This design comes from an exercise in tuning for small area and a short achievable clock period on the open sky130 flow, not from production work.
Only simulation tests tie the RTL to the original design; equivalence was not proved.
No activity file was given, so power comes from the tool's default toggle rates.

// dma_csr_queue
module dma_csr_queue (
    input  logic               clk,
    input  logic               rstn,
    input  logic [63:0]        addr,
    input  logic [63:0]        wdata,
    input  logic               we,
    output logic [63:0]        rdata,
    output logic [3:0]         ch_start,
    output logic [3:0][63:0]   ch_addr,
    output logic [3:0][31:0]   ch_len,
    input  logic [3:0]         ch_busy,
    input  logic [3:0]         ch_done,
    input  logic [3:0]         ch_err,
    output logic               irq
);
Size: ~5,300 cells after synthesis, about 2,500 flip-flops, about 600 I/O pins, about 92,000 um^2 of cells after synthesis.
clock: 8.0 ns
lec_check: 0
cap_margin: 20
core_margin: 2
core_utilization: 65
place_density: 0.8
setup_slack_margin: 3.5
slew_margin: 20
synth_hierarchical: 1
standard.sh (not shown) runs the stock make flow with config.mk's settings and CLKGATE_MAP_FILE= SYNTH_SCRIPT=/design/flow/synth_recipe.tcl, a recipe that flattens the netlist after the stock synthesis.
==> flow/flow/run.sh <==
#!/bin/bash
# Standard ORFS layout (the standard.sh) with two changes:
#  - port buffers use buf_1 (the resizer may upsize them) instead of the default delay-cell buffer;
#  - clock tree: clkbuf_4/clkbuf_8 with sinks clustered by 12, and no dummy balancing loads.
set -euo pipefail
bash standard.sh BUFFER_PORTS_ARGS="-buffer_cell sky130_fd_sc_hd__buf_1" \
  CTS_ARGS="-sink_clustering_enable -repair_clock_nets -sink_clustering_size 12 -sink_clustering_max_diameter 60 -buf_list {sky130_fd_sc_hd__clkbuf_4 sky130_fd_sc_hd__clkbuf_8} -dont_use_dummy_load" \
  finish > standard_flow.log 2>&1
Next try:
--- a/flow/design.v
+++ b/flow/design.v
@@ -164,37 +164,31 @@
         assign d_len[g]  = stg_len_q;
         assign d_st[g]   = {fifo_cnt, 5'b0, fifo_full, fifo_empty, !idle};
         assign d_ev[g]   = ev_q;
         assign d_cnt[g]  = done_cnt_q;
     end
     always_ff @(posedge clk) begin
         irq <= rstn && (|irq_src);
     end
-    for (genvar l = 2; l < 4; l++) begin : g_rs
-        logic r_addr;
-        rd_dec1 u_rdec (.a(addr[5:3]), .y(r_addr));
-    end
-    for (genvar k = 0; k < 1; k++) begin : g_dec
+    for (genvar k = 0; k < 3; k++) begin : g_dec
         logic [3:0] s_ctrl, s_addr, s_len, s_st, s_ev, s_cnt;
         dma_csr_dec u_dec (
             .a(addr[7:3]), .s_ctrl(s_ctrl), .s_addr(s_addr), .s_len(s_len),
             .s_st(s_st), .s_ev(s_ev), .s_cnt(s_cnt)
         );
     end
     for (genvar b = 0; b < 64; b++) begin : g_rd
-        localparam int K = 0;
+        localparam int K = (b >= 32) ? 1 : ((b <= 10) ? 2 : 0);
+        logic [1:0] t_addr;
+        rd_ao22n u_ta0 (.a(g_dec[K].s_addr[0]), .b(d_addr[0][b]), .c(g_dec[K].s_addr[1]), .d(d_addr[1][b]), .y(t_addr[0]));
+        rd_ao22n u_ta1 (.a(g_dec[K].s_addr[2]), .b(d_addr[2][b]), .c(g_dec[K].s_addr[3]), .d(d_addr[3][b]), .y(t_addr[1]));
         if (b >= 32) begin : g_hi
-            logic m_addr;
-            rd_mux4 u_ma (.s(addr[7:6]), .d0(d_addr[0][b]), .d1(d_addr[1][b]), .d2(d_addr[2][b]), .d3(d_addr[3][b]), .y(m_addr));
-            rd_and3b u_fin (.an(hit_ch_n[b/16]), .b(m_addr), .c(g_rs[b/16].r_addr), .y(rdata[b]));
+            rd_fin1 u_fin (.t0(t_addr[0]), .t1(t_addr[1]), .hn(hit_ch_n[b/16]), .y(rdata[b]));
         end else begin : g_lo
-            logic [1:0] t_addr;
-            rd_ao22n u_ta0 (.a(g_dec[K].s_addr[0]), .b(d_addr[0][b]), .c(g_dec[K].s_addr[1]), .d(d_addr[1][b]), .y(t_addr[0]));
-            rd_ao22n u_ta1 (.a(g_dec[K].s_addr[2]), .b(d_addr[2][b]), .c(g_dec[K].s_addr[3]), .d(d_addr[3][b]), .y(t_addr[1]));
             logic [1:0] t_len, t_cnt;
             rd_ao22n u_tl0 (.a(g_dec[K].s_len[0]), .b(d_len[0][b]), .c(g_dec[K].s_len[1]), .d(d_len[1][b]), .y(t_len[0]));
             rd_ao22n u_tl1 (.a(g_dec[K].s_len[2]), .b(d_len[2][b]), .c(g_dec[K].s_len[3]), .d(d_len[3][b]), .y(t_len[1]));
             rd_ao22n u_tc0 (.a(g_dec[K].s_cnt[0]), .b(d_cnt[0][b]), .c(g_dec[K].s_cnt[1]), .d(d_cnt[1][b]), .y(t_cnt[0]));
             rd_ao22n u_tc1 (.a(g_dec[K].s_cnt[2]), .b(d_cnt[2][b]), .c(g_dec[K].s_cnt[3]), .d(d_cnt[3][b]), .y(t_cnt[1]));
             logic any_n;
             if (b >= 11 || (b >= 3 && b <= 7)) begin : g_m
                 logic p0, p1;
@@ -343,17 +337,11 @@
     assign y = !(a && b && c && d);
 endmodule
 module rd_ao22n (input logic a, b, c, d, output logic y);
     assign y = !((a && b) || (c && d));
 endmodule
 module rd_o21ai (input logic a1, a2, b1, output logic y);
     assign y = !((a1 || a2) && b1);
 endmodule
-module rd_dec1 (input logic [5:3] a, output logic y);
-    assign y = (a == 3'd1);
-endmodule
-module rd_mux4 (input logic [1:0] s, input logic d0, d1, d2, d3, output logic y);
-    assign y = s[1] ? (s[0] ? d3 : d2) : (s[0] ? d1 : d0);
-endmodule
-module rd_and3b (input logic an, b, c, output logic y);
-    assign y = !an && b && c;
+module rd_fin1 (input logic t0, t1, hn, output logic y);
+    assign y = !((t0 && t1) || hn);
 endmodule
After rerunning: Final area barely changes. Total power hardly moves. Register-to-register slack degrades by 70 ps. Sequential power is about the same. Area after synthesis barely changes. Setup slack barely changes.

==> afterwards: timing with drivers on the ports <==
The flow's constraints put no driver on any port. The routed layouts listed below were extracted and timed again, unchanged, in two steps. Step 1: set_driving_cell puts a clkbuf_16 on clk and a buf_2 on each other input, an assumption about the parent block. Step 2 adds t to the input delays and takes it off the output delays; t is the mean of the earliest and latest rising clock arrival at the registers after step 1. Input paths then give back, and output paths get back, about the clock's delay inside the block. Slacks: ideal / step 1 / step 2; pairs: ideal / step 1.
| run | t, ns | setup slack, ns | slew at the worst register clock pin (ns) | worst slew at a driven data input, ns | pins driven straight from the clock port |
|---|---|---|---|---|---|
| the first run | 1.040 | 3.076 / 2.869 / 2.669 | 0.09 / 0.09 | 0.23 | 1 |
| the second run | 1.040 | 3.074 / 2.914 / 2.588 | 0.09 / 0.09 | 0.20 | 1 |
After both steps setup and hold are still met in every run listed. For the second run, which loses most, drivers alone change the setup slack by -0.160 ns; drivers and shift together by -0.486 ns.
